This design comes from an exercise in tuning for small area, a short achievable clock period and few clock cycles per item on the open sky130 flow, not from production work. In this exercise RTL edits were held to simulation tests only and were not proved equivalent to the original. The flow treats the clock pin as an ideal source, which a real chip does not have. No activity file was given, so power comes from the tool's default toggle rates.

## flow/design.v

```verilog
package bpa_pkg;
    localparam int NUM_PAGES = 4096;
    localparam int PAGE_W    = 12;              
    localparam int CNT_W     = PAGE_W + 1;      
    localparam int WORD_BITS = 64;              
    localparam int BIT_W     = 6;               
    localparam int ROWS      = NUM_PAGES / WORD_BITS;
    localparam logic [CNT_W-1:0] PAGE_LIMIT = CNT_W'(NUM_PAGES);
    typedef enum logic [1:0] {
        CMD_MARK  = 2'd0,
        CMD_ALLOC = 2'd1,
        CMD_FREE  = 2'd2
    } cmd_t;
    localparam logic [1:0] OP_NOP   = 2'd0;
    localparam logic [1:0] OP_ALLOC = 2'd1;
    localparam logic [1:0] OP_SET   = 2'd2;
endpackage
module bpa_ffs (
    input  logic [63:0] word,
    output logic [63:0] first,
    output logic        multi,
    output logic [5:0]  index
);
    logic [7:0] g_any;       
    logic [7:0] g_multi;     
    logic [7:0] g_below;     
    logic [7:0] g_first;     
    logic [7:0] l_below [8];
    logic [2:0] g_idx, l_idx;
    logic [7:0] l_sel;
    always_comb
    begin
        for (int g = 0; g < 8; g++)
        begin
            logic [7:0] w;
            w        = word[8*g +: 8];
            g_any[g] = |w;
            for (int j = 0; j < 8; j++)
            begin
                l_below[g][j] = (j == 0) ? 1'b0 : |(w & ((8'd1 << j) - 8'd1));
            end
            g_multi[g] = |(w & l_below[g]);
        end
        for (int g = 0; g < 8; g++)
        begin
            g_below[g] = (g == 0) ? 1'b0 : |(g_any & ((8'd1 << g) - 8'd1));
        end
        g_first = g_any & ~g_below;
        multi   = |g_multi || |(g_any & g_below);
        for (int g = 0; g < 8; g++)
        begin
            for (int j = 0; j < 8; j++)
            begin
                first[8*g + j] = word[8*g + j] && !l_below[g][j] && g_first[g];
            end
        end
    end
    always_comb
    begin
        g_idx = '0;
        l_sel = '0;
        for (int g = 0; g < 8; g++)
        begin
            if (g_first[g])
            begin
                g_idx = g_idx | 3'(g);
                l_sel = l_sel | word[8*g +: 8];
            end
        end
        l_idx = '0;
        for (int j = 7; j >= 0; j--)
        begin
            if (l_sel[j])
            begin
                l_idx = 3'(j);
            end
        end
    end
    assign index = {g_idx, l_idx};
endmodule
module bitmap_page_allocator_top (
    input  logic                            clk,
    input  logic                            rst_n,
    input  logic                            cfg_we,
    input  logic [bpa_pkg::CNT_W-1:0]       cfg_wdata,
    input  logic                            s_tvalid,
    output logic                            s_tready,
    input  logic [31:0]                     s_tdata,    
    output logic                            m_tvalid,
    input  logic                            m_tready,
    output logic [15:0]                     m_tdata     
);
    localparam int R  = bpa_pkg::ROWS;
    localparam int W  = bpa_pkg::WORD_BITS;
    localparam int NB = 4;                       
    localparam int AW = 2 + 2 * bpa_pkg::CNT_W;  
    logic                           init_q;          
    logic [bpa_pkg::CNT_W-1:0]      reserved_q;
    logic                           ready_q;         
    logic [1:0]                     a_cnt;
    logic [AW-1:0]                  a0, a1;
    logic                           e_v;
    logic                           e_alloc, e_set;
    logic [R-1:0]                   e_sel;           
    logic [NB-1:0]                  e_bankl, e_bankh;
    logic [5:0]                     e_lmlo, e_lmhi;  
    logic [5:0]                     e_hmhi;          
    logic [5:0]                     e_rh;
    logic                           e_p1;            
    logic [6:0]                     e_fa, e_fe;      
    logic [5:0]                     e_nlo, e_nhi;    
    logic                           e_al, e_ah;      
    logic                           e_bx;            
    logic                           o0_v, o1_v;
    logic [15:0]                    o0_d, o1_d;
    logic [W-1:0]                   bm [R];
    logic [R-1:0]                   full_q;
    logic [R-1:0]                   ne_q;
    logic [R-1:0]                   p1_q, p2_q;
    logic [6:0]                     i1_q, i2_q;
    logic [W-1:0]                   c1_q;
    logic fire, e_done, e_take, push, pop, a_take, a_acc;
    logic [1:0] a_cnt_n;
    assign e_done = fire && !e_p1;
    assign e_take = !e_v || e_done;
    assign a_take = (a_cnt != 2'd0) && e_take;
    assign a_acc  = ready_q && s_tvalid;
    assign pop    = o0_v && m_tready;
    assign push   = e_done;
    assign a_cnt_n = a_cnt + 2'(a_acc) - 2'(a_take);
    logic [AW-1:0] a_in;
    always_comb
    begin
        logic [bpa_pkg::CNT_W-1:0] first, last_end, lo, hi;
        first    = {1'b0, s_tdata[13:2]};
        last_end = s_tdata[26:14];
        lo       = first;
        hi       = first + 1'b1;
        if (s_tdata[1:0] == bpa_pkg::CMD_MARK)
        begin
            lo = (first >= reserved_q) ? first : reserved_q;
            hi = (last_end > bpa_pkg::PAGE_LIMIT) ? bpa_pkg::PAGE_LIMIT : last_end;
        end
        case (s_tdata[1:0])
            bpa_pkg::CMD_ALLOC:                  a_in = {2'd1, lo, hi};
            bpa_pkg::CMD_MARK, bpa_pkg::CMD_FREE: a_in = {2'd2, lo, hi};
            default:                             a_in = {2'd0, lo, hi};
        endcase
    end
    logic                           d_alloc, d_set, d_p1, d_al, d_ah, d_bx;
    logic [R-1:0]                   d_sel;
    logic [NB-1:0]                  d_bankl, d_bankh;
    logic [5:0]                     d_lmlo, d_lmhi, d_hmhi, d_rh, d_nlo, d_nhi;
    logic [6:0]                     d_fa, d_fe;
    always_comb
    begin
        logic [1:0]                kind;
        logic [bpa_pkg::CNT_W-1:0] lo, hi, last;
        logic                      a_part, b_part, wl, wh, same;
        logic [5:0]                rlo, blo, rlast, blast, rdiff;
        {kind, lo, hi} = a0;
        last   = hi - 1'b1;
        rlo    = lo[11:6];
        blo    = lo[5:0];
        rlast  = last[11:6];
        blast  = last[5:0];
        rdiff  = rlast - rlo;
        a_part = (blo != 6'd0);
        b_part = (blast != 6'd63);
        same   = (rlo == rlast);
        d_alloc = (a_cnt != 2'd0) && (kind == 2'd1);
        d_set   = (a_cnt != 2'd0) && (kind == 2'd2) && (lo < hi);
        d_lmlo  = blo;
        d_lmhi  = same ? blast : 6'd63;
        d_hmhi  = blast;
        d_rh    = rlast;
        d_fa    = {1'b0, rlo} + 7'(a_part);
        d_fe    = {1'b0, rlast} + 7'(!b_part);
        d_nlo   = rlo;
        d_p1    = 1'b0;
        if (same)
        begin
            wl    = a_part || b_part;
            wh    = 1'b0;
            d_nhi = rlo;
            d_al  = wl;
            d_bx  = 1'b0;
        end
        else
        begin
            wl    = a_part;
            wh    = b_part;
            d_p1  = a_part && b_part && (rdiff[1:0] == 2'd0);
            d_nhi = d_p1 ? rlast - 1'b1 : rlast;
            d_al  = a_part;
            d_bx  = 1'b1;
        end
        d_ah = 1'b0;
        d_p1 = d_p1 && d_set;
        for (int r = 0; r < R; r++)
        begin
            d_sel[r] = (wl && rlo == 6'(r)) || (wh && !d_p1 && rlast == 6'(r));
        end
        for (int k = 0; k < NB; k++)
        begin
            d_bankl[k] = wl && (rlo[1:0] == 2'(k));
            d_bankh[k] = wh && !d_p1 && (rlast[1:0] == 2'(k));
        end
    end
    logic [R-1:0]   p3;          
    logic [5:0]     p3_idx;
    logic           p3_none;
    logic [R-1:0]   rsel, we_row, fset, nset, a_oh, b_oh;
    logic [W-1:0]   lmask, hmask, first_bit, adata, rowdata, data_l, data_h, data_a;
    logic [W-1:0]   bdata [NB];      
    logic [W-1:0]   dcol  [NB];      
    logic           multi, found;
    logic [5:0]     col_idx;
    logic [15:0]    result;
    assign found   = !i1_q[6];
    bpa_ffs u_row_ffs (
        .word  (ne_q & ~p1_q & ~p2_q),
        .first (p3),
        .multi (),
        .index (p3_idx)
    );
    assign p3_none = !(|(ne_q & ~p1_q & ~p2_q));
    bpa_ffs u_col_ffs (
        .word  (c1_q),
        .first (first_bit),
        .multi (multi),
        .index (col_idx)
    );
    assign adata = c1_q & ~first_bit;
    assign fire  = e_v && !o1_v && !init_q;
    always_comb
    begin
        for (int r = 0; r < R; r++)
        begin
            fset[r] = (7'(r) >= e_fa) && (7'(r) < e_fe);
            nset[r] = (6'(r) >= e_nlo) && (6'(r) <= e_nhi);
            a_oh[r] = (e_nlo == 6'(r));
            b_oh[r] = (e_nlo + 6'd1 == 6'(r));
        end
        for (int b = 0; b < W; b++)
        begin
            lmask[b] = (6'(b) >= e_lmlo) && (6'(b) <= e_lmhi);
            hmask[b] = (6'(b) <= e_hmhi);
        end
    end
    assign rsel = e_set ? e_sel : p2_q;
    always_comb
    begin
        for (int k = 0; k < NB; k++)
        begin
            logic f;
            bdata[k] = '0;
            f        = 1'b0;
            for (int j = 0; j < R / NB; j++)
            begin
                bdata[k] = bdata[k] | (bm[j*NB+k] & {W{rsel[j*NB+k]}});
                f        = f | (full_q[j*NB+k] & rsel[j*NB+k]);
            end
            bdata[k] = bdata[k] | {W{f}};
        end
        rowdata = bdata[0] | bdata[1] | bdata[2] | bdata[3];
    end
    always_comb
    begin
        data_l = '0;
        data_h = '0;
        for (int k = 0; k < NB; k++)
        begin
            if (init_q)
                dcol[k] = '0;
            else if (e_alloc)
                dcol[k] = adata;
            else if (e_bankl[k])
                dcol[k] = bdata[k] | lmask;
            else
                dcol[k] = bdata[k] | hmask;
            data_l = data_l | (bdata[k] & {W{e_bankl[k]}});
            data_h = data_h | (bdata[k] & {W{e_bankh[k]}});
        end
        data_l = data_l | lmask;
        data_h = data_h | hmask;
        data_a = e_al ? data_l : (e_ah ? data_h : '1);
    end
    always_comb
    begin
        for (int r = 0; r < R; r++)
        begin
            we_row[r] = init_q || (fire && ((e_alloc && p1_q[r]) || (e_set && e_sel[r])));
        end
    end
    assign result = (e_alloc && found) ? {3'b000, 1'b1, i1_q[5:0], col_idx} : 16'h0000;
    logic [R-1:0]   p1_n, p2_n;
    logic [6:0]     i1_n, i2_n;
    logic [W-1:0]   c1_n;
    logic           upd;
    always_comb
    begin
        logic [6:0] a7, b7;
        logic       lt, eq;
        upd   = 1'b0;
        p1_n  = p1_q;
        p2_n  = p2_q;
        i1_n  = i1_q;
        i2_n  = i2_q;
        c1_n  = c1_q;
        a7 = {1'b0, e_nlo};
        b7 = {1'b0, e_nlo} + 7'd1;
        lt = (i1_q < a7);
        eq = (i1_q == a7);
        if (init_q)
        begin
            upd   = 1'b1;
            p1_n  = '0;
            p2_n  = '0;
            i1_n  = 7'd64;
            i2_n  = 7'd64;
            c1_n  = '0;
        end
        else if (fire && e_alloc && found)
        begin
            upd = 1'b1;
            if (multi)
            begin
                c1_n = adata;
            end
            else
            begin
                p1_n = p2_q;
                i1_n = i2_q;
                c1_n = rowdata;
                p2_n = p3;
                i2_n = p3_none ? 7'd64 : {1'b0, p3_idx};
            end
        end
        else if (fire && e_set)
        begin
            upd = 1'b1;
            if (lt)
            begin
                if (i2_q >= a7)
                begin
                    p2_n = a_oh;
                    i2_n = a7;
                end
            end
            else
            begin
                p1_n = a_oh;
                i1_n = a7;
                c1_n = data_a;
                if (e_bx)
                begin
                    p2_n = b_oh;
                    i2_n = b7;
                end
                else if (!eq)
                begin
                    p2_n = p1_q;
                    i2_n = i1_q;
                end
            end
        end
    end
    always_ff @(posedge clk or negedge rst_n)
    begin
        if (!rst_n)
        begin
            init_q     <= 1'b1;
            reserved_q <= '0;
            ready_q    <= 1'b1;
            a_cnt      <= 2'd0;
            e_v        <= 1'b0;
            o0_v       <= 1'b0;
            o1_v       <= 1'b0;
        end
        else
        begin
            init_q <= 1'b0;
            if (cfg_we)
            begin
                reserved_q <= cfg_wdata;
            end
            ready_q <= (a_cnt_n != 2'd2);
            a_cnt   <= a_cnt_n;
            if (e_take)
            begin
                e_v <= (a_cnt != 2'd0);
            end
            o0_v <= pop ? (o1_v || push) : (o0_v || push);
            o1_v <= pop ? 1'b0 : (push ? o0_v : o1_v);
        end
    end
    always_ff @(posedge clk)
    begin
        if (a_take)
        begin
            a0 <= (a_cnt == 2'd2) ? a1 : a_in;
        end
        else if (a_cnt == 2'd0)
        begin
            a0 <= a_in;
        end
        if ((a_cnt == 2'd1 && !a_take) || (a_cnt == 2'd2 && a_take))
        begin
            a1 <= a_in;
        end
        if (e_take)
        begin
            e_alloc <= d_alloc;
            e_set   <= d_set;
            e_sel   <= d_sel;
            e_bankl <= d_bankl;
            e_bankh <= d_bankh;
            e_lmlo  <= d_lmlo;
            e_lmhi  <= d_lmhi;
            e_hmhi  <= d_hmhi;
            e_rh    <= d_rh;
            e_p1    <= d_p1;
            e_fa    <= d_fa;
            e_fe    <= d_fe;
            e_nlo   <= d_nlo;
            e_nhi   <= d_nhi;
            e_al    <= d_al;
            e_ah    <= d_ah;
            e_bx    <= d_bx;
        end
        else if (fire)
        begin
            for (int r = 0; r < R; r++)
            begin
                e_sel[r] <= (e_rh == 6'(r));
            end
            for (int k = 0; k < NB; k++)
            begin
                e_bankh[k] <= (e_rh[1:0] == 2'(k));
            end
            e_bankl <= '0;
            e_p1    <= 1'b0;
            e_fa    <= 7'd0;
            e_fe    <= 7'd0;
            e_nlo   <= e_rh;
            e_nhi   <= e_rh;
            e_al    <= 1'b0;
            e_ah    <= 1'b1;
            e_bx    <= 1'b0;
        end
        if (pop)
        begin
            o0_d <= o1_v ? o1_d : result;
        end
        else if (!o0_v)
        begin
            o0_d <= result;
        end
        if (push && o0_v && !pop)
        begin
            o1_d <= result;
        end
    end
    always_ff @(posedge clk)
    begin
        for (int r = 0; r < R; r++)
        begin
            if (init_q || we_row[r])
            begin
                full_q[r] <= 1'b0;
            end
            else if (fire && e_set && fset[r])
            begin
                full_q[r] <= 1'b1;
            end
            if (init_q)
            begin
                ne_q[r] <= 1'b0;
            end
            else if (fire && e_alloc && found && !multi && p1_q[r])
            begin
                ne_q[r] <= 1'b0;
            end
            else if (fire && e_set && nset[r])
            begin
                ne_q[r] <= 1'b1;
            end
        end
        if (upd)
        begin
            p1_q  <= p1_n;
            p2_q  <= p2_n;
            i1_q  <= i1_n;
            i2_q  <= i2_n;
            c1_q  <= c1_n;
        end
    end
    for (genvar r = 0; r < R; r++)
    begin : g_row
        always_ff @(posedge clk)
        begin
            if (we_row[r])
            begin
                bm[r] <= dcol[r % NB];
            end
        end
    end
    assign s_tready = ready_q;
    assign m_tvalid = o0_v;
    assign m_tdata  = o0_d;
endmodule
```

## flow/flow/run.sh

```bash
#!/bin/bash
# The standard ORFS layout (the standard.sh), with the setup repair after
# clock-tree synthesis and after global routing aimed below the clock period:
# flow/repair.tcl redefines ORFS's repair_timing_helper for those two steps
# to use a setup margin and an iteration cap. Each step's output goes to a
# log file of its own here; ORFS's own logs stay under orfs/logs.
set -euo pipefail
HERE=$(pwd)
export REPAIR_SETUP_MARGIN=${REPAIR_SETUP_MARGIN:-4.5}
export REPAIR_TNS=${REPAIR_TNS:-5}
export REPAIR_MAX_ITER=${REPAIR_MAX_ITER:-2000}
export PRE_CTS_TCL=$HERE/flow/repair.tcl
export PRE_GLOBAL_ROUTE_TCL=$HERE/flow/repair.tcl
bash standard.sh synth     > synth.log 2>&1
bash standard.sh floorplan > floorplan.log 2>&1
bash standard.sh place     > place.log 2>&1
bash standard.sh cts       > cts.log 2>&1
bash standard.sh route     > route.log 2>&1
bash standard.sh finish    > finish.log 2>&1
```

## flow/flow/repair.tcl

```tcl
# Sourced by ORFS's cts.tcl and global_route.tcl before they repair timing:
# aim the setup repair at a period below the clock period, and cap its
# iterations so that paths it cannot shorten do not keep it busy.
proc repair_timing_helper { args } {
  set extra [list \
    -setup_margin $::env(REPAIR_SETUP_MARGIN) \
    -repair_tns $::env(REPAIR_TNS) \
    -max_iterations $::env(REPAIR_MAX_ITER)]
  log_cmd repair_timing {*}$extra {*}$args -verbose
}
```

## flow/standard.sh

```bash
#!/bin/bash
# synth_recipe.tcl (not shown) runs the flow's synth.tcl, then flattens the netlist and writes it again
# the make line also repeats each setting of config.mk as NAME=value (left out here)
make -C /OpenROAD-flow-scripts/flow DESIGN_CONFIG=/design/flow/config.mk WORK_HOME=/design/flow/orfs CLKGATE_MAP_FILE= SYNTH_SCRIPT=/design/flow/synth_recipe.tcl "${@:-finish}"
```

## flow/config.mk

```make
export PLATFORM = sky130hd
export DESIGN_NAME = bitmap_page_allocator_top
export DESIGN_NICKNAME = bitmap_page_allocator_top
export VERILOG_FILES = /design/flow/design.v
export SDC_FILE = /design/flow/constraint.sdc
export NUM_CORES = 4
export LEC_CHECK = 0
export ABC_CLOCK_PERIOD_IN_PS = 2500
export CAP_MARGIN = 20
export CORE_MARGIN = 2
export CORE_UTILIZATION = 40
export SLEW_MARGIN = 20
export SYNTH_MEMORY_MAX_BITS = 8192
```

## flow/constraint.sdc

```tcl
create_clock -name core_clock -period 8.0 [get_ports {clk}]
set_input_delay 1.6000 -clock core_clock [delete_from_list [all_inputs] [get_ports {clk}]]
set_output_delay 1.6000 -clock core_clock [all_outputs]
set_load 0.01 [all_outputs]
```

==> run notes, run 1 <==
Num CTS Buffers=464; total power=104 mW; Setup Crit Path Kind=flop to flop; Final Hold Vio Count=0; reg2reg start=e_set$_DFFE_PN_; Final ANT Viol Nets=0; maximum VDD drop=0.367 mV; Core ar.=471,000 sq um; delay-heaviest family, CP=buffers and inverters; Final Util=0.474; synthesized flop and latch total=4,660; CTS Sinks=4,660; Worst Setup SP=e_set$_DFFE_PN_; EDFF count, synth=4,511; CTS tree=yes; Slew HR=0.0703; number of detailed-route iterations in the first pass=14; layout cells sized above 1=0.174; DP HPWL=469 mm; CP max stage delay=0.48 ns; Port-buffer cells=59; average wire per standard cell=41.3 um; Cell Pwr Density=464 nW/um^2; vias in the first global route=124,000; startpoint types=flop; asr flop ratio synth=0.00429; worst min path class=flop to flop; synth unique cells=89; chip height=692 um; status=finished clean; Site Rows=252; Sum Neg Setup Slack=0 ns; P&R area growth vs syn=17.9%; leak pwr=77.1 nW; dpl ws=2.28 ns; Final Cycle Share=0.501; Max Fclk=249 MHz; Top Ports=68; Overflow after GRT=0; Post-Synth Adder-Cell Area=0.00394; Setup Skew=0.161 ns; main combinational cell family by area after synthesis=compound AO/OA/AOI/OAI gates; CP Capture Type=flop; R2R Setup Slk=3.99 ns; Fillers=40,400; total area of sequential cells=139,000 sq um; sequential area share after synthesis=0.732; actual slew at the worst max-slew pin=1.36 ns; Cells after Synth=12,400; gpl congestion=1.05; largest net degree at the start of global routing=108; non-filler instance count after layout=19,800; most used cell, CP=buf_12; DP Cell Count=18,200; max-cap viol count=0; fin crit period=4.01 ns; R2R depth=14; final-stage net count=13,200; Crit path depth=14; Clock Latency Late Sink=1.12 ns; crit path max fanout=15; syn_area_per_cell=15.2 sq um; GRT Total Usage=0.327; Required @ worst endpoint=8.76 ns; final setup vio count=0; mux share of post-synthesis cell area=0.00961; most frequent cells in the layout=edfxtp_1, a221oi_1, a22o_1; Final Instance Area=223,000 sq um; Die X=692 um; final WL=817 mm; Critical Path End=c1_q[57]$_SDFFCE_PP0P_; die footprint=479,000 sq um; XOR/XNOR Fraction of Synth Area=0.00183; complex-gate fraction of the synthesized area=0.168; worst hold slack=0.476 ns; worst-path cell chain=buf_12 -> buf_16 -> mux2_4 -> a22o_1 -> a221oi_4 -> buf_12 -> and4_4 -> buf_12 -> clkbuf_16 -> nand4_1 -> a222oi_1 -> nand4_1 -> nand2_1 -> o211ai_1; CP max-delay cell=mux2_4; Crit path arrival time=4.77 ns; initial antenna violation count=55; via count=137,000; Worst-path clk slew=0.07 ns; Vias/cell=6.93; # hold bufs at CTS=0; area post-placement=199,000 sq um; drt first-iter violations=23,700; worst r2r dst=c1_q[57]$_SDFFCE_PP0P_; Starting Density=0.402; CP bufs+invs=5; Synth warnings=6; Most used DFF post-synth=edfxtp_1; first-pass GRT wire length=1080 mm; simple-gate share of the synthesized area=0.0647; final worst slack=3.99 ns; most common cell after layout, fill and taps aside=edfxtp_1; Final Slew Violations=0; RSZ-0062 raised after global routing=true; synthesized area=189,000 sq um; area of the multi-input gates=50,900 sq um; drt drc=0
-- logic make-up after synthesis --
| logic type | Yosys count |
|---|---|
| AOI/OAI and AO/OA | 4113 |
| adders and majority gates | 60 |
| muxes | 167 |
| and+or+nand+nor | 2390 |
| buffers and inverters | 994 |
| DFF | 4660 |
| xor gates and xnor gates | 38 |
| other | 1 |
-- what timing repair did --
action / CTS / global route
cloned: 59 / 16
pin swaps: 214 / 87
setup endpoints to repair: 6467 / 5217
resized for setup: 580 / 223
setup buffers: 452 / 120
-- routing by layer --
metal,up-vias,GRT usage,share of wire
met4,36,0.204,0.078
li1,53400,-,-
met5,-,0.00680,0.00093
met2,10800,0.462,0.41
met3,2320,0.120,0.14
met1,70400,0.426,0.36
-- report_power, final --
part           internal (mW)  switching (mW)  leakage [nW]
clock network           11.6            9.65          7.06
logic                   11.9            30.0          22.8
registers               37.3            3.04          47.3
-- state kept, by name (all words and copies together) (netlist names), 7 cells and up --
signal,count
e_sel,64
a0,28
e_fa,7
p2_q,64
a1,28
full_q,64
p1_q,64
e_fe,7
o1_d,13
reserved_q,13
c1_q,64
i2_q,7
ne_q,64
o0_d,13
i1_q,7
bm,4096
-- layout make-up --
cell class	count	area share
Antenna cell	43	0.000482
Clock buffer	598	0.0548
Clock inverter	255	0.0105
Inverter	80	0.00141
Multi-Input combinational cell	6805	0.228
Sequential cell	4660	0.621
Tap cell	6223	0.0349
Timing Repair Buffer	1100	0.0489
Timing Repair inverter	1	0.0000224
-- worst register-to-register path, stage by stage (launching register included) --
cell and delay (ns):
edfxtp_1 0.41, buf_12 0.19, buf_16 0.18, mux2_4 0.49
a22o_1 0.29, a221oi_4 0.28, buf_12 0.21, and4_4 0.30
buf_12 0.18, clkbuf_16 0.22, nand4_1 0.27, a222oi_1 0.31
nand4_1 0.15, nand2_1 0.13, o211ai_1 0.09
-- worst min path at each step --
stage,depth (start not counted),endpoint,from
after floorplan,2,full_q[10]$_SDFFE_PP0P_,full_q[10]$_SDFFE_PP0P_
after global placement,2,full_q[35]$_SDFFE_PP0P_,full_q[35]$_SDFFE_PP0P_
after detailed placement,2,full_q[31]$_SDFFE_PP0P_,full_q[31]$_SDFFE_PP0P_
after CTS,2,full_q[31]$_SDFFE_PP0P_,full_q[31]$_SDFFE_PP0P_
after global routing,2,full_q[42]$_SDFFE_PP0P_,full_q[42]$_SDFFE_PP0P_
final,2,ne_q[25]$_SDFFE_PP0P_,ne_q[25]$_SDFFE_PP0P_
-- cell usage after synthesis, types with 69 or more instances --
master	instances	area (sq um)
o21ai_0	297	1490
nand4_1	350	2190
nand3_1	156	781
mux2_2	117	1320
dfxtp_1	129	2580
and3_1	299	1870
a22oi_1	605	4540
inv_1	77	289
a21oi_1	473	2370
buf_1	206	773
nor2_1	501	1880
o21bai_1	77	578
o31a_1	208	1820
a22o_1	809	7090
nor3_1	85	425
clkbuf_1	688	2580
o41ai_1	77	674
a221oi_1	826	7230
edfxtp_1	4511	135000
a222oi_1	128	1280
a211oi_1	114	856
nand2_1	594	2230
o211ai_1	98	736
a31oi_1	69	432
Testbench counts, summed over its fixed seeds: cycles 16,029, items 16,000.
==> run 2, diff against run 1 <==
==> flow/run.sh (new file) <==
#!/bin/bash
# synth_recipe.tcl (not shown) runs the flow's synth.tcl, then flattens the netlist and writes it again
# the make line also repeats each setting of config.mk as NAME=value (left out here)
make -C /OpenROAD-flow-scripts/flow DESIGN_CONFIG=/design/flow/config.mk WORK_HOME=/design/flow/orfs CLKGATE_MAP_FILE= SYNTH_SCRIPT=/design/flow/synth_recipe.tcl finish
removed: flow/flow/run.sh
removed: flow/flow/repair.tcl
removed: flow/standard.sh
==> run notes, run 2 <==
status=finished clean; Setup Skew=0.152 ns; CTS Sinks=4,660; delay-heaviest family, CP=simple AND/OR/NAND/NOR gates; Worst-path clk slew=0.07 ns; Hold Crit Start=full_q[31]$_SDFFE_PP0P_; Starting Density=0.402; maximum VDD drop=0.305 mV; non-filler instance count after layout=19,100; Core ar.=471,000 sq um; Final Hold Vio Count=0; Clock Latency Late Sink=1.15 ns; Overflow after GRT=0; Hold Crit Endpoint=full_q[31]$_SDFFE_PP0P_; most common cell after layout, fill and taps aside=edfxtp_1; fin crit period=6.16 ns; final setup vio count=0; gpl congestion=1.05; Die X=692 um; Fillers=41,200; # hold bufs at CTS=0; largest cells by area after synthesis=edfxtp_1, a221oi_1, a22o_1; worst hold slack=0.473 ns; CP max-delay cell=nor4_4; total power=97.9 mW; Worst Setup SP=c1_q[24]$_SDFFCE_PP0P_; crit path max fanout=33; RSZ-0062 raised after global routing=false; synthesized flop and latch total=4,660; Vias/cell=6.88; Final ANT Viol Nets=0; Slew HR=0.0992; final WL=764 mm; clock root buffer=clkbuf_16; max reg flops=4,096; final-stage net count=12,600; hold depth=2; GRT Total Usage=0.307; synthesized area=189,000 sq um; H-tree levels=5; CTS tree=yes; P&R area growth vs syn=12.8%; Top Ports=68; number of detailed-route iterations in the first pass=14; vias in the first global route=120,000; drt first-iter violations=22,300; Port-buffer cells=59; drt drc=0; Required @ worst endpoint=8.84 ns; actual slew at the worst max-slew pin=1.35 ns; CTS max path bufs=4; worst-path cell chain=or4_1 -> o31ai_1 -> o21ai_0 -> a2111oi_0 -> nand4_1 -> nor4_4 -> and2_4 -> buf_4 -> o41ai_1 -> o211ai_1; first-pass GRT wire length=1030 mm; DP HPWL=469 mm; layout cells sized above 1=0.105; Setup Crit Path Kind=flop to flop; sequential area share after synthesis=0.732; chip height=692 um; Cells after Synth=12,400; DP Cell Count=18,200; average wire per standard cell=40.0 um; CP bufs+invs=1; CP Capture Type=flop; worst r2r dst=c1_q[63]$_SDFFCE_PP0P_; synth unique cells=89; Crit path arrival time=7.00 ns; worst min path class=flop to flop; reg2reg start=c1_q[24]$_SDFFCE_PP0P_; R2R Setup Slk=1.84 ns; Synth warnings=6; Cell Pwr Density=459 nW/um^2; CTS resizes=0; CP max stage delay=0.97 ns; EDFF count, synth=4,511; area post-placement=199,000 sq um; Final Cycle Share=0.770; startpoint types=flop; Most used DFF post-synth=edfxtp_1; Sum Neg Setup Slack=0 ns; via count=131,000; Final Slew Violations=0; top post-synthesis cells by count=edfxtp_1, a221oi_1, a22o_1; asr flop ratio synth=0.00429; Site Rows=252; initial antenna violation count=34; count leader, synth=edfxtp_1; Final Instance Area=213,000 sq um; Max Fclk=162 MHz; R2R depth=10; Top reg by flops=bm; Synth area leader=edfxtp_1; syn_area_per_cell=15.2 sq um; leak pwr=72.5 nW; Post CTS Setup Buffer Count=0; top cell type's share of synthesized area=0.716; die footprint=479,000 sq um; Num CTS Buffers=464; most frequent cells in the layout=edfxtp_1, a221oi_1, a22o_1; max-cap viol count=0; largest net degree at the start of global routing=108
## run 2: kinds of logic after synthesis
logic type                 share of synthesized area
AOI/OAI and AO/OA                              0.168
xor gates and xnor gates                     0.00183
adders and majority gates                    0.00394
buffers and inverters                         0.0201
DFF                                            0.732
muxes                                        0.00961
other                                      0.0000198
and+or+nand+nor                               0.0647
## run 2: area by class of cell
class                   count  area (sq um)  area share
flip-flops and latches   4660        139000       0.649
multi-input cells        6772         48100       0.225
clock buffers             598         12200      0.0573
well taps                6223          7790      0.0365
repair buffers            487          4090      0.0191
clock inverters           255          2350      0.0110
inverters                  80           300     0.00141
diodes                     24          60.1    0.000281
## run 2: stage by stage
stage	util	setup slack (ns)
2_1_floorplan	-	0.814
3_3_place_gp	0.422	2.21
3_5_place_dp	0.422	2.28
4_1_cts	0.453	2.14
5_1_grt	0.453	1.91
6_report	0.453	1.84
## run 2: worst max-delay path by stage
stage / to / slack [ns] / cells after the start
CTS: c1_q[63]$_SDFFCE_PP0P_ / 2.14 / 10
global placement: c1_q[52]$_SDFFCE_PP0P_ / 2.21 / 10
detailed placement: c1_q[52]$_SDFFCE_PP0P_ / 2.28 / 10
finish: c1_q[63]$_SDFFCE_PP0P_ / 1.84 / 10
global route: c1_q[63]$_SDFFCE_PP0P_ / 1.91 / 10
floorplan: i1_q[0]$_SDFFCE_PP0P_ / 0.81 / 10
## run 2: routing by layer
metal	GRT usage	wire [um]	vias up	part of all wire
met5	0.0101	1200	-	0.0016
met4	0.160	48000	32	0.063
met3	0.0952	97500	1805	0.13
met1	0.411	291000	68100	0.38
li1	-	-	52000	-
met2	0.450	327000	9355	0.43
## run 2: where the power goes
group / switching [mW] / internal (mW)
sequential: 3.04 / 37.4
clock: 9.60 / 11.6
combinational: 27.4 / 8.87
## run 2: tightest hold or removal path, stage by stage (launching register included)
cell	delay [ns]
dfxtp_1	0.33
a21oi_1	0.04
nor2_1	0.07
==> run 3, diff against run 2 <==
--- a/flow/design.v
+++ b/flow/design.v
@@ -29,4 +29,10 @@
     logic [2:0] g_idx, l_idx;
     logic [7:0] l_sel;
+    function automatic logic two4(input logic [3:0] w);
+        two4 = ((w[0] | w[1]) & (w[2] | w[3])) | (w[0] & w[1]) | (w[2] & w[3]);
+    endfunction
+    function automatic logic two8(input logic [7:0] w);
+        two8 = ((|w[3:0]) & (|w[7:4])) | two4(w[3:0]) | two4(w[7:4]);
+    endfunction
     always_comb
     begin
@@ -40,5 +46,5 @@
                 l_below[g][j] = (j == 0) ? 1'b0 : |(w & ((8'd1 << j) - 8'd1));
             end
-            g_multi[g] = |(w & l_below[g]);
+            g_multi[g] = two8(w);
         end
         for (int g = 0; g < 8; g++)
@@ -47,5 +53,5 @@
         end
         g_first = g_any & ~g_below;
-        multi   = |g_multi || |(g_any & g_below);
+        multi   = |g_multi || two8(g_any);
         for (int g = 0; g < 8; g++)
         begin
@@ -98,9 +104,9 @@
     logic [bpa_pkg::CNT_W-1:0]      reserved_q;
     logic                           ready_q;         
-    logic [1:0]                     a_cnt;
-    logic [AW-1:0]                  a0, a1;
+    logic                           a_v;
+    logic [AW-1:0]                  a0;
     logic                           e_v;
     logic                           e_alloc, e_set;
-    logic [R-1:0]                   e_sel;           
+    logic [R-1:0]                   rsel_q;          
     logic [NB-1:0]                  e_bankl, e_bankh;
     logic [5:0]                     e_lmlo, e_lmhi;  
@@ -121,12 +127,11 @@
     logic [W-1:0]                   c1_q;
     logic fire, e_done, e_take, push, pop, a_take, a_acc;
-    logic [1:0] a_cnt_n;
+    logic a_v_n, e_v_n, e_p1_n, o1_v_n;
     assign e_done = fire && !e_p1;
     assign e_take = !e_v || e_done;
-    assign a_take = (a_cnt != 2'd0) && e_take;
+    assign a_take = a_v && e_take;
     assign a_acc  = ready_q && s_tvalid;
     assign pop    = o0_v && m_tready;
     assign push   = e_done;
-    assign a_cnt_n = a_cnt + 2'(a_acc) - 2'(a_take);
     logic [AW-1:0] a_in;
     always_comb
@@ -169,6 +174,6 @@
         b_part = (blast != 6'd63);
         same   = (rlo == rlast);
-        d_alloc = (a_cnt != 2'd0) && (kind == 2'd1);
-        d_set   = (a_cnt != 2'd0) && (kind == 2'd2) && (lo < hi);
+        d_alloc = a_v && (kind == 2'd1);
+        d_set   = a_v && (kind == 2'd2) && (lo < hi);
         d_lmlo  = blo;
         d_lmhi  = same ? blast : 6'd63;
@@ -211,5 +216,5 @@
     logic [5:0]     p3_idx;
     logic           p3_none;
-    logic [R-1:0]   rsel, we_row, fset, nset, a_oh, b_oh;
+    logic [R-1:0]   rsel_n, we_row, fset, nset, a_oh, b_oh;
     logic [W-1:0]   lmask, hmask, first_bit, adata, rowdata, data_l, data_h, data_a;
     logic [W-1:0]   bdata [NB];      
@@ -249,5 +254,4 @@
         end
     end
-    assign rsel = e_set ? e_sel : p2_q;
     always_comb
     begin
@@ -259,6 +263,6 @@
             for (int j = 0; j < R / NB; j++)
             begin
-                bdata[k] = bdata[k] | (bm[j*NB+k] & {W{rsel[j*NB+k]}});
-                f        = f | (full_q[j*NB+k] & rsel[j*NB+k]);
+                bdata[k] = bdata[k] | (bm[j*NB+k] & {W{rsel_q[j*NB+k]}});
+                f        = f | (full_q[j*NB+k] & rsel_q[j*NB+k]);
             end
             bdata[k] = bdata[k] | {W{f}};
@@ -291,5 +295,5 @@
         for (int r = 0; r < R; r++)
         begin
-            we_row[r] = init_q || (fire && ((e_alloc && p1_q[r]) || (e_set && e_sel[r])));
+            we_row[r] = init_q || (fire && ((e_alloc && p1_q[r]) || (e_set && rsel_q[r])));
         end
     end
@@ -367,4 +371,26 @@
         end
     end
+    always_comb
+    begin
+        if (e_take)
+        begin
+            rsel_n = d_set ? d_sel : p2_n;
+        end
+        else if (fire)
+        begin
+            for (int r = 0; r < R; r++)
+            begin
+                rsel_n[r] = (e_rh == 6'(r));
+            end
+        end
+        else
+        begin
+            rsel_n = e_set ? rsel_q : p2_n;
+        end
+    end
+    assign a_v_n  = ready_q ? s_tvalid : a_v;
+    assign e_v_n  = e_take ? a_v : e_v;
+    assign e_p1_n = e_take ? d_p1 : (e_p1 && !fire);
+    assign o1_v_n = pop ? 1'b0 : (push ? o0_v : o1_v);
     always_ff @(posedge clk or negedge rst_n)
     begin
@@ -374,5 +400,5 @@
             reserved_q <= '0;
             ready_q    <= 1'b1;
-            a_cnt      <= 2'd0;
+            a_v        <= 1'b0;
             e_v        <= 1'b0;
             o0_v       <= 1'b0;
@@ -386,33 +412,22 @@
                 reserved_q <= cfg_wdata;
             end
-            ready_q <= (a_cnt_n != 2'd2);
-            a_cnt   <= a_cnt_n;
-            if (e_take)
-            begin
-                e_v <= (a_cnt != 2'd0);
-            end
-            o0_v <= pop ? (o1_v || push) : (o0_v || push);
-            o1_v <= pop ? 1'b0 : (push ? o0_v : o1_v);
+            ready_q <= !a_v_n || !e_v_n || (!o1_v_n && !e_p1_n);
+            a_v     <= a_v_n;
+            e_v     <= e_v_n;
+            o0_v    <= pop ? (o1_v || push) : (o0_v || push);
+            o1_v    <= o1_v_n;
         end
     end
     always_ff @(posedge clk)
     begin
-        if (a_take)
-        begin
-            a0 <= (a_cnt == 2'd2) ? a1 : a_in;
-        end
-        else if (a_cnt == 2'd0)
+        if (ready_q)
         begin
             a0 <= a_in;
         end
-        if ((a_cnt == 2'd1 && !a_take) || (a_cnt == 2'd2 && a_take))
-        begin
-            a1 <= a_in;
-        end
+        rsel_q <= rsel_n;
         if (e_take)
         begin
             e_alloc <= d_alloc;
             e_set   <= d_set;
-            e_sel   <= d_sel;
             e_bankl <= d_bankl;
             e_bankh <= d_bankh;
@@ -432,8 +447,4 @@
         else if (fire)
         begin
-            for (int r = 0; r < R; r++)
-            begin
-                e_sel[r] <= (e_rh == 6'(r));
-            end
             for (int k = 0; k < NB; k++)
             begin
==> flow/flow/run.sh (new file) <==
#!/bin/bash
# The standard ORFS layout (the standard.sh), with the setup repair after
# clock-tree synthesis and after global routing aimed below the clock period:
# flow/repair.tcl redefines ORFS's repair_timing_helper for those two steps
# to use a setup margin and an iteration cap. Each step's output goes to a
# log file of its own here; ORFS's own logs stay under orfs/logs.
set -euo pipefail
HERE=$(pwd)
export REPAIR_SETUP_MARGIN=${REPAIR_SETUP_MARGIN:-4.7}
export REPAIR_TNS=${REPAIR_TNS:-5}
export REPAIR_MAX_ITER=${REPAIR_MAX_ITER:-2000}
export PRE_CTS_TCL=$HERE/flow/repair.tcl
export PRE_GLOBAL_ROUTE_TCL=$HERE/flow/repair.tcl
bash standard.sh synth     > synth.log 2>&1
bash standard.sh floorplan > floorplan.log 2>&1
bash standard.sh place     > place.log 2>&1
bash standard.sh cts       > cts.log 2>&1
bash standard.sh route     > route.log 2>&1
bash standard.sh finish    > finish.log 2>&1
==> flow/flow/repair.tcl (new file) <==
# Sourced by ORFS's cts.tcl and global_route.tcl before they repair timing.
# It redefines ORFS's repair_timing_helper so that the setup repair aims at a
# period below the clock period, with an iteration cap so that paths it
# cannot shorten do not keep it busy. Before that repair, the buffers that
# the flow put on the input and output ports become buf_4 cells (the ports
# keep their buffers; only the cell type changes).
proc repair_timing_helper { args } {
  foreach inst [get_cells -quiet {input* output*}] {
    set master [get_property [get_lib_cells -of_objects $inst] name]
    if { [string match "*buf*" $master] && $master != "sky130_fd_sc_hd__buf_4" } {
      replace_cell $inst sky130_fd_sc_hd__buf_4
    }
  }
  set extra [list \
    -setup_margin $::env(REPAIR_SETUP_MARGIN) \
    -repair_tns $::env(REPAIR_TNS) \
    -max_iterations $::env(REPAIR_MAX_ITER)]
  log_cmd repair_timing {*}$extra {*}$args -verbose
}
==> flow/standard.sh (new file) <==
#!/bin/bash
# synth_recipe.tcl (not shown) runs the flow's synth.tcl, then flattens the netlist and writes it again
# the make line also repeats each setting of config.mk as NAME=value (left out here)
make -C /OpenROAD-flow-scripts/flow DESIGN_CONFIG=/design/flow/config.mk WORK_HOME=/design/flow/orfs CLKGATE_MAP_FILE= SYNTH_SCRIPT=/design/flow/synth_recipe.tcl "${@:-finish}"
--- a/flow/config.mk
+++ b/flow/config.mk
@@ -9,5 +9,6 @@
 export CAP_MARGIN = 20
 export CORE_MARGIN = 2
-export CORE_UTILIZATION = 40
+export CORE_UTILIZATION = 35
+export CTS_CLUSTER_SIZE = 20
 export SLEW_MARGIN = 20
 export SYNTH_MEMORY_MAX_BITS = 8192
removed: flow/run.sh
==> run notes, run 3 <==
top cell type's share of synthesized area=0.705; DP HPWL=516 mm; Log Error=[ERROR EST-0104] inconsistent parasitics state; chip height=742 um; DP Cell Count=19,900; synthesized area=191,000 sq um; mux share of post-synthesis cell area=0.00769; simple-gate share of the synthesized area=0.0748; asr flop ratio synth=0.00410; Site Rows=271; dpl ws=2.60 ns; Synth warnings=6; syn_area_per_cell=14.6 sq um; Most used DFF post-synth=edfxtp_1; top post-synthesis cells by count=edfxtp_1, a22oi_1, clkbuf_1; EDFF count, synth=4,483; main combinational cell family by area after synthesis=compound AO/OA/AOI/OAI gates; synthesized flop and latch total=4,631; gpl congestion=1.03; area post-placement=202,000 sq um; largest cells by area after synthesis=edfxtp_1, a22oi_1, a221oi_1; synth unique cells=103; XOR/XNOR Fraction of Synth Area=0.00191; Starting Density=0.351; status=did not finish; Port-buffer cells=59; count leader, synth=edfxtp_1; CTS Sinks=4,631; Synth area leader=edfxtp_1; Die X=742 um; Cells after Synth=13,100; sequential area share after synthesis=0.721; Exit stage=4_1_cts; Top Ports=68; Num CTS Buffers=467; Post-Synth Adder-Cell Area=0.00366; complex-gate fraction of the synthesized area=0.170
==> run 3: cell count changes after synthesis, sizes merged, moves of 56 or more <==
cell,change
and3,-165
mux2i,+65
o211ai,-56
mux2,-89
o21bai,-67
a21oi,+149
a22oi,+608
a221oi,-243
nor2,+197
nand3,+153
a22o,-348
a221o,+75
or3,+151
==> run 3: worst max-delay path by stage <==
stage	from	endpoint	slack (ns)	cells past startpoint
after floorplan	c1_q[8]$_SDFFCE_PP0P_	i1_q[0]$_SDFFCE_PP0P_	1.59	8
after global placement	e_nlo[5]$_DFFE_PP_	rsel_q[3]$_DFFE_PP_	2.27	11
after detailed placement	c1_q[48]$_SDFFCE_PP0P_	rsel_q[41]$_DFFE_PP_	2.60	10
==> run 3: cell families after synthesis <==
| family | Yosys count |
|---|---|
| multiplexers | 143 |
| AND/OR/NAND/NOR | 2838 |
| adder cells (fa/ha/maj) | 56 |
| XOR/XNOR | 37 |
| flip-flops | 4631 |
| AO/OA/AOI/OAI | 4305 |
| buffers and inverters | 1048 |
| other | 1 |
==> run 3: power groups by stage <==
stage,clock (mW),combinational [mW],sequential (mW)
detailed placement,0,34.4,39.7
global placement,0,34.3,39.5
floorplan,0,17.5,38.6
Testbench counts of run 3, summed over its fixed seeds: cycles 16,029, items 16,000.
==> run 4, diff against run 3 <==
--- a/flow/flow/run.sh
+++ b/flow/flow/run.sh
@@ -10,6 +10,6 @@
 export REPAIR_TNS=${REPAIR_TNS:-5}
 export REPAIR_MAX_ITER=${REPAIR_MAX_ITER:-2000}
-export PRE_CTS_TCL=$HERE/flow/repair.tcl
-export PRE_GLOBAL_ROUTE_TCL=$HERE/flow/repair.tcl
+export PRE_CTS_TCL=$HERE/flow/repair_cts.tcl
+export PRE_GLOBAL_ROUTE_TCL=$HERE/flow/repair_grt.tcl
 bash standard.sh synth     > synth.log 2>&1
 bash standard.sh floorplan > floorplan.log 2>&1
==> flow/flow/repair.tcl (replaced) <==
# Sourced (through repair_cts.tcl / repair_grt.tcl) by ORFS's cts.tcl and
# global_route.tcl before they repair timing. It redefines ORFS's
# repair_timing_helper so that the setup repair aims at a period below the
# clock period, with an iteration cap so that paths it cannot shorten do not
# keep it busy. Before that repair, port buffers that are delay cells become
# buf_4 cells (the ports keep their buffers; only the cell type changes).
proc repair_timing_helper { args } {
  set n 0
  foreach inst [get_cells -quiet {input* output*}] {
    set master [get_property [get_lib_cells -of_objects $inst] name]
    if { [string match "*dly*" $master] } {
      replace_cell $inst sky130_fd_sc_hd__buf_4
      incr n
    }
  }
  if { $n > 0 } {
    puts "Replaced $n port buffers with sky130_fd_sc_hd__buf_4"
    log_cmd estimate_parasitics $::repair_parasitics
  }
  set extra [list \
    -setup_margin $::env(REPAIR_SETUP_MARGIN) \
    -repair_tns $::env(REPAIR_TNS) \
    -max_iterations $::env(REPAIR_MAX_ITER)]
  log_cmd repair_timing {*}$extra {*}$args -verbose
}
==> flow/flow/repair_cts.tcl (new file) <==
# PRE_CTS_TCL: the repair after clock-tree synthesis uses placement parasitics.
set ::repair_parasitics -placement
source [file join [file dirname [info script]] repair.tcl]
==> flow/flow/repair_grt.tcl (new file) <==
# PRE_GLOBAL_ROUTE_TCL: the repair after global routing uses its parasitics.
set ::repair_parasitics -global_routing
source [file join [file dirname [info script]] repair.tcl]
--- a/flow/config.mk
+++ b/flow/config.mk
@@ -10,5 +10,4 @@
 export CORE_MARGIN = 2
 export CORE_UTILIZATION = 35
-export CTS_CLUSTER_SIZE = 20
 export SLEW_MARGIN = 20
 export SYNTH_MEMORY_MAX_BITS = 8192
==> run notes, run 4 <==
status=finished clean; chip height=742 um; synth unique cells=103; actual slew at the worst max-slew pin=1.37 ns; number of detailed-route iterations in the first pass=14; synthesized flop and latch total=4,631; count leader, synth=edfxtp_1; maximum VDD drop=0.303 mV; Final Hold Vio Count=0; Slew HR=0.0811; largest cells by area after synthesis=edfxtp_1, a22oi_1, a221oi_1; most used cell, CP=buf_12; final WL=883 mm; Synth warnings=6; Clock Latency Late Sink=1.15 ns; Required @ worst endpoint=8.75 ns; leak pwr=77.2 nW; Overflow after GRT=0; Crit path arrival time=4.87 ns; CP Capture Type=flop; RSZ-0062 raised after global routing=true; max reg flops=4,096; die footprint=551,000 sq um; Worst-path clk slew=0.06 ns; Cell Pwr Density=449 nW/um^2; final-stage net count=13,800; Cells after Synth=13,100; Setup Crit Path Kind=flop to flop; gpl congestion=1.03; delay-heaviest family, CP=compound AO/OA/AOI/OAI gates; CP bufs+invs=3; most common cell after layout, fill and taps aside=edfxtp_1; DP HPWL=516 mm; top post-synthesis cells by count=edfxtp_1, a22oi_1, clkbuf_1; asr flop ratio synth=0.00410; final worst slack=3.88 ns; first-pass GRT wire length=1150 mm; syn_area_per_cell=14.6 sq um; Port-buffer cells=59; CP max stage delay=1.07 ns; Num CTS Buffers=467; Top reg by flops=bm; average wire per standard cell=41.2 um; CTS tree=yes; Final ANT Viol Nets=0; startpoint types=flop; sequential area share after synthesis=0.721; Site Rows=271; Max Fclk=243 MHz; Final Cycle Share=0.515; dpl ws=2.60 ns; Sum Neg Setup Slack=0 ns; via count=144,000; synthesized area=191,000 sq um; Most used DFF post-synth=edfxtp_1; final setup vio count=0; fin crit period=4.12 ns; largest net degree at the start of global routing=156; most frequent cells in the layout=edfxtp_1, a22oi_1, buf_4; layout cells sized above 1=0.179; drt first-iter violations=26,300; drt drc=0; crit path max fanout=101; Final Slew Violations=0; CTS Sinks=4,631; vias in the first global route=129,000; CP max-delay cell=a21oi_1; Synth area leader=edfxtp_1; Starting Density=0.351; Top Ports=68; max-cap viol count=0; GRT Total Usage=0.300; P&R area growth vs syn=18.5%; Vias/cell=6.74; Core ar.=544,000 sq um; Die X=742 um; top cell type's share of synthesized area=0.705; worst min path class=primary input to asynchronous set/reset pin; EDFF count, synth=4,483; worst-path cell chain=buf_4 -> buf_12 -> buf_12 -> a21oi_1 -> o31a_1; Setup Skew=0.172 ns; initial antenna violation count=52
-- run 4: cell counts after synthesis --
No cell type changed its count.
-- run 4: cell type report --
cell class                 count  area (sq um)
tap                         7234          9050
antenna                       44           110
timing repair buffer        1128         10600
multi-input combinational   7432         53600
clock buffer                 587         12300
fill                       49500        318000
sequential                  4631        138000
clock inverter               270          2520
inverter                      80           312
-- run 4: worst register-to-register path, delay by kind of cell, from the launching register on --
| kind | cells | cell delay, ns |
|---|---|---|
| buffers and inverters | 3 | 0.92 |
| AOI/OAI and AO/OA | 2 | 2.34 |
| DFF | 1 | 0.49 |
-- run 4: worst paths after layout --
| check | start | slack (ns) | endpoint | cells after the start |
|---|---|---|---|---|
| worst max-delay path | init_q$_DFF_PN1_ | 3.88 | bm[35][9]$_DFFE_PP_ | 5 |
| worst min register to register | p1_q[35]$_SDFFCE_PP0P_ | 0.45 | ne_q[35]$_SDFFE_PP0P_ | 1 |
| max in group asynchronous | rst_n | 7.29 | ready_q$_DFF_PN1_ | 1 |
| worst max register to register | init_q$_DFF_PN1_ | 3.88 | bm[35][9]$_DFFE_PP_ | 5 |
| min in group core_clock | p1_q[35]$_SDFFCE_PP0P_ | 0.45 | ne_q[35]$_SDFFE_PP0P_ | 1 |
| worst min-delay path | rst_n | 0.40 | reserved_q[3]$_DFFE_PN0P_ | 1 |
-- run 4: through the flow --
step                      instance area [sq um]  hold WS, ns  power [mW]   util  std cells
final                                    226000        0.398         102  0.416      21400
after global placement                   202000        0.454        73.8  0.372      19900
after global routing                     226000        0.407         103  0.416      21400
after floorplan                          191000        0.437        56.1      -      13100
after detailed placement                 202000        0.460        74.1  0.372      19900
after CTS                                222000        0.365        97.7  0.409      21100
-- run 4: power by group --
group | switching (mW) | internal [mW] | leakage [nW]
Combinational | 30.5 | 10.5 | 23.3
Clock | 9.80 | 11.8 | 7.19
Sequential | 2.79 | 36.3 | 46.7
-- run 4: kinds of logic (layout without fill, tap and decap cells) --
group | Yosys count | in the layout | share of synthesized area
muxes | 143 | 143 | 0.00769
AOI/OAI and AO/OA | 4305 | 4348 | 0.170
buffers and inverters | 1048 | 2065 | 0.0209
xor gates and xnor gates | 37 | 37 | 0.00191
and+or+nand+nor | 2838 | 2844 | 0.0748
adders and majority gates | 56 | 56 | 0.00366
other | 1 | 48 | 0.0000196
DFF | 4631 | 4631 | 0.721
-- run 4: metal layers --
layer,vias to the layer above,wire length (um),global-route usage
met3,2273,127000,0.106
met1,74500,329000,0.399
met5,-,447,0.00166
li1,55800,-,-
met2,11700,368000,0.428
met4,40,58200,0.164
-- run 4: timing repair --
action / in CTS / in global routing
cloned: 48 / 35
pin swaps: 149 / 103
hold buffers: 0 / 0
buffers inserted: 296 / 223
endpoints found under the hold margin: 0 / 0
resized for setup: 592 / 322
setup endpoints to repair: 8121 / 7494
==> run 5, diff against run 4 <==
--- a/flow/config.mk
+++ b/flow/config.mk
@@ -10,4 +10,5 @@
 export CORE_MARGIN = 2
 export CORE_UTILIZATION = 35
+export CTS_BUF_LIST = sky130_fd_sc_hd__clkbuf_8
 export SLEW_MARGIN = 20
 export SYNTH_MEMORY_MAX_BITS = 8192
==> run notes, run 5 <==
status=finished clean; Core ar.=544,000 sq um; Required @ worst endpoint=9.04 ns; Psw=43.6 mW; fin crit period=4.19 ns; Vias/cell=6.69; CP Capture Type=flop; final setup vio count=0; Final Cycle Share=0.523; R2R Setup Slk=3.81 ns; CTS tree=yes; Starting Density=0.351; largest cells by area after synthesis=edfxtp_1, a22oi_1, a221oi_1; count leader, synth=edfxtp_1; Final Util=0.417; area of the multi-input gates=54,800 sq um; final WL=894 mm; syn_area_per_cell=14.6 sq um; most frequent cells in the layout=edfxtp_1, a22oi_1, buf_4; Final Hold Vio Count=0; Top reg by flops=bm; total area of sequential cells=138,000 sq um; Num CTS Buffers=738; Port-buffer cells=59; cell-internal power=56.2 mW; Worst-path clk slew=0.06 ns; Clock Latency Late Sink=1.44 ns; Final ANT Viol Nets=0; switch share=0.437; max reg flops=4,096; maximum VDD drop=0.305 mV; sequential area share after synthesis=0.721; synthesized flop and latch total=4,631; GRT Total Usage=0.309; drt drc=0; die footprint=551,000 sq um; RSZ-0062 raised after global routing=true; Overflow after GRT=0; area post-placement=202,000 sq um; crit path max fanout=101; number of detailed-route iterations in the first pass=14; Flop pwr share=0.392; largest net degree at the start of global routing=156; final-stage net count=14,100; Die X=742 um; Setup Crit Path Kind=flop to flop; actual slew at the worst max-slew pin=1.33 ns; combinational power share=0.416; R2R depth=5; clock power share=0.191; drt first-iter violations=24,900; startpoint types=flop; top cell type's share of synthesized area=0.705; chip height=742 um; via count=146,000; synthesized area=191,000 sq um; # hold bufs at CTS=0; DP HPWL=516 mm; Synth area leader=edfxtp_1; layout cells sized above 1=0.200; synth unique cells=103; vias in the first global route=133,000; P&R area growth vs syn=18.7%; Sum Neg Setup Slack=0 ns; average wire per standard cell=40.9 um; Most used DFF post-synth=edfxtp_1; Setup Skew=0.194 ns; most common cell after layout, fill and taps aside=edfxtp_1; Final Slew Violations=0; Crit path arrival time=5.23 ns; top post-synthesis cells by count=edfxtp_1, a22oi_1, clkbuf_1; Max Fclk=239 MHz; gpl congestion=1.03; Fillers=49,700; Top Ports=68; initial antenna violation count=74; Site Rows=271; Slew HR=0.112; Final Instance Area=227,000 sq um; first-pass GRT wire length=1180 mm; Synth warnings=6; CTS Sinks=4,631; max-cap viol count=0; total power=99.7 mW; asr flop ratio synth=0.00410; leak pwr=78.4 nW; Cell Pwr Density=440 nW/um^2; EDFF count, synth=4,483; reg2reg start=init_q$_DFF_PN1_; Cells after Synth=13,100; worst r2r dst=bm[35][9]$_DFFE_PP_; worst min path class=primary input to asynchronous set/reset pin
## run 5: cell count changes in the layout (fill, tap and decap cells not counted), moves of 18 or more
cell | before | now
clkbuf_8 | 9 | 752
inv_1 | 67 | 331
a21oi_2 | 18 | 36
clkbuf_1 | 107 | 0
a21oi_1 | 592 | 567
clkinv_2 | 82 | 62
clkbuf_16 | 493 | 33
clkinv_1 | 103 | 155
buf_4 | 878 | 839
buf_6 | 108 | 129
## run 5: routing by layer
layer	GRT usage	routed length, um	vias to the layer above
li1	-	-	56500
met1	0.402	326000	74800
met2	0.436	369000	12200
met3	0.123	135000	2677
met4	0.179	63100	70
met5	0.00157	955	-
## run 5: per-stage QoR
step / std cells / setup WS, ns / hold slack (ns)
2_1_floorplan: 13100 / 1.59 / 0.437
3_3_place_gp: 19900 / 2.27 / 0.454
3_5_place_dp: 19900 / 2.60 / 0.460
4_1_cts: 21700 / 4.21 / 0.0464
5_1_grt: 21800 / 4.11 / 0.0854
6_report: 21900 / 3.81 / 0.106
## run 5: worst max-delay path by stage
stage / from / endpoint / cells after the start
2_1_floorplan: c1_q[8]$_SDFFCE_PP0P_ / i1_q[0]$_SDFFCE_PP0P_ / 8
3_3_place_gp: e_nlo[5]$_DFFE_PP_ / rsel_q[3]$_DFFE_PP_ / 11
3_5_place_dp: c1_q[48]$_SDFFCE_PP0P_ / rsel_q[41]$_DFFE_PP_ / 10
4_1_cts: c1_q[58]$_SDFFCE_PP0P_ / bm[40][58]$_DFFE_PP_ / 8
5_1_grt: i1_q[6]$_SDFFCE_PP1P_ / rsel_q[25]$_DFFE_PP_ / 12
6_report: init_q$_DFF_PN1_ / bm[35][9]$_DFFE_PP_ / 5
## run 5: worst max-delay path, cell delays in order (launching register included)
cell and delay (ns):
dfstp_4 0.49, buf_4 0.28, buf_12 0.26, buf_16 0.34, a21oi_1 1.10, o31a_1 1.00
## run 5: cells by family (layout without fill, tap and decap cells)
logic type,Yosys count,count (layout),synth area share
adder cells (fa/ha/maj),56,56,0.00366
XOR/XNOR,37,37,0.00191
multiplexers,143,143,0.00769
AO/OA/AOI/OAI,4305,4350,0.170
buffers and inverters,1048,2523,0.0209
AND/OR/NAND/NOR,2838,2846,0.0748
other,1,42,0.0000196
flip-flops,4631,4631,0.721
## run 5: repair_timing
action | CTS | global route
resized for setup | 803 | 390
setup buffers | 372 | 144
setup endpoints to repair | 8258 | 7429
pin swaps | 238 | 104
cloned | 86 | 14
## run 5: area by class of cell
class / instances / area share
Multi-Input combinational cell: 7436 / 0.242
Timing Repair Buffer: 1136 / 0.0494
Clock inverter: 556 / 0.0136
Antenna cell: 38 / 0.000420
Tap cell: 7234 / 0.0399
Inverter: 80 / 0.00139
Clock buffer: 751 / 0.0456
Sequential cell: 4631 / 0.608
## run 5: power groups by stage
| stage | sequential (mW) | combinational, mW | clock, mW |
|---|---|---|---|
| detailed placement | 39.7 | 34.4 | 0 |
| CTS | 39.1 | 38.2 | 19.1 |
| finish | 39.1 | 41.5 | 19.1 |
| floorplan | 38.6 | 17.5 | 0 |
| global placement | 39.5 | 34.3 | 0 |
| global route | 39.7 | 41.5 | 20.1 |

re-timing with driven ports:
Ports are ideal in the flow. The routed layouts listed here were re-timed in OpenROAD. Step 1, drivers: a clkbuf_16 drives clk and a buf_2 each remaining input, both assumed. Step 2 also shifts input and output timing later by t, the mid clock arrival at the registers, as if the neighbouring blocks saw the same clock. Three values: ideal, step 1, step 2; two values: the first two.
run | shift t [ns] | slack for setup (ns) | hold slack, ns | clock arrival spread, ns | slew at the worst register clock pin (ns) | cell pins on the clock port's net
run 1 | 1.161 | 3.991 / 3.991 / 3.674 | 0.476 / 0.424 / 0.476 | 0.163 / 0.162 | 0.07 / 0.07 | 1
run 2 | 1.179 | 1.841 / 1.841 / 1.841 | 0.473 / 0.407 / 0.473 | 0.153 / 0.153 | 0.07 / 0.07 | 1
run 4 | 1.188 | 3.882 / 3.882 / 3.882 | 0.398 / 0.300 / 0.449 | 0.176 / 0.175 | 0.07 / 0.07 | 1
run 5 | 1.472 | 3.813 / 3.813 / 3.813 | 0.106 / -0.001 / 0.474 | 0.194 / 0.194 | 0.09 / 0.09 | 1
After both steps setup and hold are still met in every run listed. The setup slack of run 1, which loses most, moves by 0.000 ns with the drivers and by -0.317 ns with both steps.
